What follows belongs to an exercise in optimizing a design on an open flow for a short achievable clock period and few clock cycles; a production flow would make more cautious choices. In this exercise RTL edits were held to simulation tests only and were not proved equivalent to the original. Power is estimated from default activity; no workload was simulated.

==> maple: inputs <==
## cpu_core
module cpu_core (
    input  logic                   clk,
    input  logic                   rst_n,
    output logic [32-1:0]   imem_addr,
    input  logic [32-1:0]   imem_data,
    output logic [32-1:0]   dmem_addr,
    output logic [32-1:0]   dmem_wdata,
    output logic                   dmem_we,
    input  logic [32-1:0]   dmem_rdata,
    output logic                   debug_wb_ena,
    output logic [5-1:0] debug_wb_reg,
    output logic [32-1:0]   debug_wb_value,
    output logic [32-1:0]   debug_wb_pc
);
Settings: LEC_CHECK=0, ABC_CLOCK_PERIOD_IN_PS=1500, CAP_MARGIN=20, CORE_MARGIN=2, CORE_UTILIZATION=35, PLACE_DENSITY=0.45, SETUP_SLACK_MARGIN=2.9, SLEW_MARGIN=20; clock period 6.0 ns.
run.sh (not shown) runs the stock make flow with config.mk's settings and CLKGATE_MAP_FILE= SYNTH_SCRIPT=/design/flow/synth_recipe.tcl, a recipe that flattens the netlist after the stock synthesis.
==> lagoon: changes against maple <==
--- a/flow/design.v
+++ b/flow/design.v
@@ -16,37 +16,49 @@
     localparam logic WB_ALU = 1'b0;
     localparam logic WB_MEM = 1'b1;
     localparam logic [1:0] FWD_REG = 2'd0;
     localparam logic [1:0] FWD_MEM = 2'd1;
     localparam logic [1:0] FWD_WB  = 2'd2;
 endpackage
 module reg_file (
-    input  logic                   clk,
-    input  logic                   rst_n,
-    input  logic [5-1:0] rs1,
-    input  logic [5-1:0] rs2,
-    output logic [32-1:0]   rs1_val,
-    output logic [32-1:0]   rs2_val,
-    input  logic                   wb_reg_we,
-    input  logic [5-1:0] wb_rd,
-    input  logic [32-1:0]   wb_data
+    input  logic                       clk,
+    input  logic                       rst_n,
+    input  logic [5-1:0]     rs1,
+    input  logic [5-1:0]     rs2,
+    input  logic [32-1:0]  rs1_oh,
+    input  logic [32-1:0]  rs2_oh,
+    output logic [32-1:0]       rs1_val,
+    output logic [32-1:0]       rs2_val,
+    input  logic                       wb_reg_we,
+    input  logic [5-1:0]     wb_rd,
+    input  logic [32-1:0]  wb_oh,      
+    input  logic [32-1:0]       wb_data
 );
     logic [32-1:0] regs [32];
+    logic [32-1:0] rd1, rd2;
     assign regs[0] = '0;
     for (genvar i = 1; i < 32; i++) begin : g_reg
         always_ff @(posedge clk) begin
             if (!rst_n) begin
                 regs[i] <= '0;
-            end else if (wb_reg_we && (wb_rd == i)) begin
+            end else if (wb_oh[i]) begin
                 regs[i] <= wb_data;
             end
         end
     end
-    assign rs1_val = (wb_reg_we && wb_rd == rs1) ? wb_data : regs[rs1];
-    assign rs2_val = (wb_reg_we && wb_rd == rs2) ? wb_data : regs[rs2];
+    always_comb begin
+        rd1 = '0;
+        rd2 = '0;
+        for (int i = 1; i < 32; i++) begin
+            rd1 = rd1 | ({32{rs1_oh[i]}} & regs[i]);
+            rd2 = rd2 | ({32{rs2_oh[i]}} & regs[i]);
+        end
+    end
+    assign rs1_val = (wb_reg_we && wb_rd == rs1) ? wb_data : rd1;
+    assign rs2_val = (wb_reg_we && wb_rd == rs2) ? wb_data : rd2;
 endmodule
 module ks_add #(
     parameter int W = 32
 ) (
     input  logic [W-1:0] a,
     input  logic [W-1:0] b,
     input  logic         cin,
@@ -70,35 +82,31 @@
                     q[l+1][i] = q[l][i];
                 end
             end
         end
     end
     assign s = p ^ {g[5][W-2:0], cin};
 endmodule
-module tgt_add #(
-    parameter int W  = 32,
-    parameter int LO = 13
+module pf_inc #(
+    parameter int W = 30
 ) (
-    input  logic [W-1:0]  pc,
-    input  logic [LO-1:0] imm,
-    output logic [W-1:0]  s
+    input  logic [W-1:0] a,
+    output logic [W-1:0] s
 );
-    logic [LO:0]     lo;
-    logic [W-LO-1:0] hi, hi_inc, hi_dec;
-    assign lo     = {1'b0, pc[LO-1:0]} + {1'b0, imm};
-    assign hi     = pc[W-1:LO];
-    assign hi_inc = hi + 1'b1;
-    assign hi_dec = hi - 1'b1;
+    logic [W-1:0] t [6];
     always_comb begin
-        case ({imm[LO-1], lo[LO]})
-            2'b01:   s = {hi_inc, lo[LO-1:0]};
-            2'b10:   s = {hi_dec, lo[LO-1:0]};
-            default: s = {hi,     lo[LO-1:0]};
-        endcase
+        t[0] = a;
+        for (int l = 0; l < 5; l++) begin
+            for (int i = 0; i < W; i++) begin
+                if (i >= (1 << l)) t[l+1][i] = t[l][i] & t[l][i-(1<<l)];
+                else               t[l+1][i] = t[l][i];
+            end
+        end
     end
+    assign s = a ^ {t[5][W-2:0], 1'b1};
 endmodule
 module cpu_core (
     input  logic                   clk,
     input  logic                   rst_n,
     output logic [32-1:0]   imem_addr,
     input  logic [32-1:0]   imem_data,
     output logic [32-1:0]   dmem_addr,
@@ -115,14 +123,16 @@
     logic [XL-1:0] pc_f;
     logic          d_valid;
     logic [31:0]   d_instr;
     logic [XL-1:0] d_pc;
     logic [XL-1:0] d_pc4;
     logic [XL-1:0] d_tgt;
     logic          d_pred;
+    logic [32-1:0] d_rs1_oh;    
+    logic [32-1:0] d_rs2_oh;
     logic [XL-1:0] e_a;
     logic [XL-1:0] e_b;
     logic [XL-1:0] e_c;
     logic          e_a_sn, e_b_sn;
     logic          e_op_add, e_op_sub, e_op_and, e_op_or, e_op_xor, e_op_slt;
     logic          e_regwe;
     logic          e_load;
@@ -138,14 +148,15 @@
     logic [XL-1:0] m_sd;
     logic          m_regwe;
     logic          m_load;
     logic          m_store;
     logic [AW-1:0] m_rd;
     logic [XL-1:0] m_pc;
     logic          w_we;
+    logic [32-1:0] w_oh;    
     logic [AW-1:0] w_rd;
     logic [XL-1:0] w_data;
     logic [XL-1:0] w_pc;
     logic          stall;
     logic          redirect;
     logic [XL-1:0] redirect_pc;
     logic          redirect_d;
@@ -167,31 +178,25 @@
     ks_add #(.W(XL)) u_tgt_b (
         .a(pc_f), .b({{19{fi[31]}}, fi[31], fi[7], fi[30:25], fi[11:8], 1'b0}),
         .cin(1'b0), .s(f_tgt_b));
     ks_add #(.W(XL)) u_tgt_j (
         .a(pc_f), .b({{11{fi[31]}}, fi[31], fi[19:12], fi[20], fi[30:21], 1'b0}),
         .cin(1'b0), .s(f_tgt_j));
     assign f_tgt = fi[3] ? f_tgt_j : f_tgt_b;
-    assign f_pc4 = pc_f + XL'(4);
-    logic sel_rex, sel_rd, sel_hold, sel_tgt, sel_pc4;
+    pf_inc #(.W(XL-2)) u_pc4 (.a(pc_f[XL-1:2]), .s(f_pc4[XL-1:2]));
+    assign f_pc4[1:0] = pc_f[1:0];
+    logic [XL-1:0] pc_base, pc_nrd;
     assign redirect_any = redirect || redirect_d;
-    assign sel_rex  = redirect;
-    assign sel_rd   = !redirect && redirect_d;
-    assign sel_hold = !redirect_any && stall;
-    assign sel_tgt  = !redirect_any && !stall && f_pred;
-    assign sel_pc4  = !redirect_any && !stall && !f_pred;
+    assign pc_base = stall ? pc_f : (f_pred ? f_tgt : f_pc4);
+    assign pc_nrd  = redirect ? redirect_pc : pc_base;
     always_ff @(posedge clk) begin
         if (!rst_n) begin
             pc_f <= 32'h0000_0000;
         end else begin
-            pc_f <= ({XL{sel_rex}}  & redirect_pc) |
-                    ({XL{sel_rd}}   & redirect_d_pc) |
-                    ({XL{sel_hold}} & pc_f) |
-                    ({XL{sel_tgt}}  & f_tgt) |
-                    ({XL{sel_pc4}}  & f_pc4);
+            pc_f <= redirect_d ? redirect_d_pc : pc_nrd;
         end
     end
     always_ff @(posedge clk) begin
         if (!rst_n || redirect_any) begin
             d_valid <= 1'b0;
             d_pred  <= 1'b0;
         end else if (!stall) begin
@@ -201,14 +206,18 @@
     end
     always_ff @(posedge clk) begin
         if (!stall) begin
             d_instr <= fi;
             d_pc    <= pc_f;
             d_pc4   <= f_pc4;
             d_tgt   <= f_tgt;
+            for (int i = 0; i < 32; i++) begin
+                d_rs1_oh[i] <= (fi[19:15] == i);
+                d_rs2_oh[i] <= (fi[24:20] == i);
+            end
         end
     end
     logic [6:0]    opc;
     logic [2:0]    f3;
     logic [AW-1:0] rs1, rs2, rd;
     logic [XL-1:0] rs1_val, rs2_val;
     logic          is_op, is_addi, is_lui, is_load, is_store, is_br, is_jal;
@@ -224,18 +233,21 @@
     assign rs2 = d_instr[24:20];
     assign rd  = d_instr[11:7];
     reg_file reg_file_inst (
         .clk       (clk),
         .rst_n     (rst_n),
         .rs1       (rs1),
         .rs2       (rs2),
+        .rs1_oh    (d_rs1_oh),
+        .rs2_oh    (d_rs2_oh),
         .rs1_val   (rs1_val),
         .rs2_val   (rs2_val),
         .wb_reg_we (w_we),
         .wb_rd     (w_rd),
+        .wb_oh     (w_oh),
         .wb_data   (w_data)
     );
     always_comb begin
         is_op    = (opc == cpu_pkg::OPC_OP) &&
                    (f3 == 3'b000 || f3 == 3'b111 || f3 == 3'b110 ||
                     f3 == 3'b100 || f3 == 3'b010);
         is_addi  = (opc == cpu_pkg::OPC_OP_IMM) && (f3 == 3'b000);
@@ -259,16 +271,36 @@
         bimm     = !is_op;
         if (is_jal)        bval = d_pc4;
         else if (is_lui)   bval = imm_u;
         else if (is_store) bval = imm_s;
         else if (is_addi || is_load) bval = imm_i;
         else               bval = '0;
     end
-    assign stall = d_valid && e_load && e_regwe &&
-                   ((use1 && (rs1 == e_rd)) || (use2 && (rs2 == e_rd)));
+    logic [2:0] ff3;
+    logic       f_is_op, f_use1, f_use2;
+    logic       stall_r;
+    assign ff3     = fi[14:12];
+    assign f_is_op = (fi[6:0] == cpu_pkg::OPC_OP) &&
+                     (ff3 == 3'b000 || ff3 == 3'b111 || ff3 == 3'b110 ||
+                      ff3 == 3'b100 || ff3 == 3'b010);
+    assign f_use1  = f_is_op || f_br ||
+                     ((fi[6:0] == cpu_pkg::OPC_OP_IMM) && (ff3 == 3'b000)) ||
+                     ((fi[6:0] == cpu_pkg::OPC_LOAD)   && (ff3 == 3'b010)) ||
+                     ((fi[6:0] == cpu_pkg::OPC_STORE)  && (ff3 == 3'b010));
+    assign f_use2  = f_is_op || f_br ||
+                     ((fi[6:0] == cpu_pkg::OPC_STORE)  && (ff3 == 3'b010));
+    always_ff @(posedge clk) begin
+        if (!rst_n || stall) begin
+            stall_r <= 1'b0;
+        end else begin
+            stall_r <= d_valid && c_regwe && is_load &&
+                       ((f_use1 && (fi[19:15] == rd)) || (f_use2 && (fi[24:20] == rd)));
+        end
+    end
+    assign stall = d_valid && stall_r;
     logic go;
     assign go = d_valid && !stall && !redirect;
     logic          fwd1_e, fwd1_m, fwd2_e, fwd2_m;
     logic [XL-1:0] res;
     logic [XL-1:0] m_value;
     logic [XL-1:0] a_src, b_src;
     assign fwd1_e = use1 && e_regwe && (e_rd == rs1);
@@ -316,15 +348,15 @@
         e_op_or  <= op_or;
         e_op_xor <= op_xor;
         e_op_slt <= op_slt;
         e_bne    <= f3[0];
         e_pred   <= d_pred ^ d_mis;
         e_rd     <= rd;
         e_pc     <= d_pc;
-        e_alt    <= (d_pred ^ d_mis) ? d_pc4 : d_tgt;
+        e_alt    <= d_pred ? d_pc4 : d_tgt;
     end
     logic [XL-1:0] xa, xb, xc;
     logic [XL-1:0] sum, diff;
     logic          slt;
     logic          eq;
     assign xa = e_a;
     assign xb = e_b;
@@ -360,16 +392,20 @@
     end
     assign dmem_addr  = m_result;
     assign dmem_wdata = m_sd;
     assign dmem_we    = m_store;
     always_ff @(posedge clk) begin
         if (!rst_n) begin
             w_we <= 1'b0;
+            w_oh <= '0;
         end else begin
             w_we <= m_regwe;
+            for (int i = 0; i < 32; i++) begin
+                w_oh[i] <= m_regwe && (m_rd == i);
+            end
         end
     end
     always_ff @(posedge clk) begin
         w_rd   <= m_rd;
         w_pc   <= m_pc;
         w_data <= m_value;
     end
==> flow/config.mk (replaced) <==
export PLATFORM = sky130hd
export DESIGN_NAME = cpu_core
export DESIGN_NICKNAME = cpu_core
export VERILOG_FILES = /design/flow/design.v
export SDC_FILE = /design/flow/constraint.sdc
export NUM_CORES = 4
export LEC_CHECK = 0
export ABC_AREA = 1
export CAP_MARGIN = 20
export CORE_MARGIN = 2
export CORE_UTILIZATION = 35
export PLACE_DENSITY = 0.45
export SETUP_SLACK_MARGIN = 3.5
export SLEW_MARGIN = 20
==> comparison table <==
Result of the run: lagoon timing/DRC/antenna clean; maple timing/DRC/antenna clean
Worst min-delay path endpoint: lagoon m_pc[9]; maple w_pc[23]
Iteration-0 DRC Markers: lagoon 16500; maple 14900
Total power of the final layout: lagoon 24.2 mW; maple 22.6 mW
Initial antenna violation count: lagoon 63; maple 45
Yosys top cell area share: lagoon 0.357; maple 0.383
Number of resized instances in the post-cts repair step: lagoon 2026; maple 828
Flip-flop and latch power: lagoon 10.9 mW; maple 10.3 mW
Compound-cell area share of the yosys netlist: lagoon 0.162; maple 0.250
Die H: lagoon 480 um; maple 458 um
Maximum number of pins on one net before global-route repair: lagoon 198; maple 117
Power density over the cells: lagoon 233 nW/um2; maple 237 nW/um2
Synthesized-area fraction occupied by xor and xnor cells: lagoon 0.00895; maple 0.0215
Number of nets produced by synthesis: lagoon 11700; maple 9359
Met2 wire length: lagoon 205 mm; maple 193 mm
Multiplexer area fraction after synthesis: lagoon 0.00343; maple 0.0184
Slack of the worst reg-to-reg path: lagoon 3.11 ns; maple 2.51 ns
Testbench counts of maple, summed over its fixed seeds: cycles 99,145.
Testbench counts of lagoon, summed over its fixed seeds: cycles 99,145.

[separate check: timing with driven ports]
In the flow no input, the clock included, has a driving cell. The finished layouts below were timed again as built, in two steps.
Step 1: set_driving_cell puts a clkbuf_16 on clk and a buf_2 on each other input, an assumption about the parent block.
Step 2, shift: input delay + t, output delay - t, t = (earliest + latest rising clock arrival at the registers) / 2. This alone moves slack from input paths to output paths.
Slacks: ideal ports / drivers / drivers and shift; pairs: ideal ports / drivers.
run | t, ns | slack for setup (ns) | hold slack, ns
maple | 0.964 | 2.514 / 2.514 / 1.956 | 0.322 / 0.322 / 0.322
lagoon | 0.964 | 3.114 / 3.114 / 2.406 | 0.317 / 0.317 / 0.317
After both steps every run listed still meets setup and hold. For lagoon, which loses most, drivers alone change the setup slack by 0.000 ns; drivers and shift together by -0.708 ns.
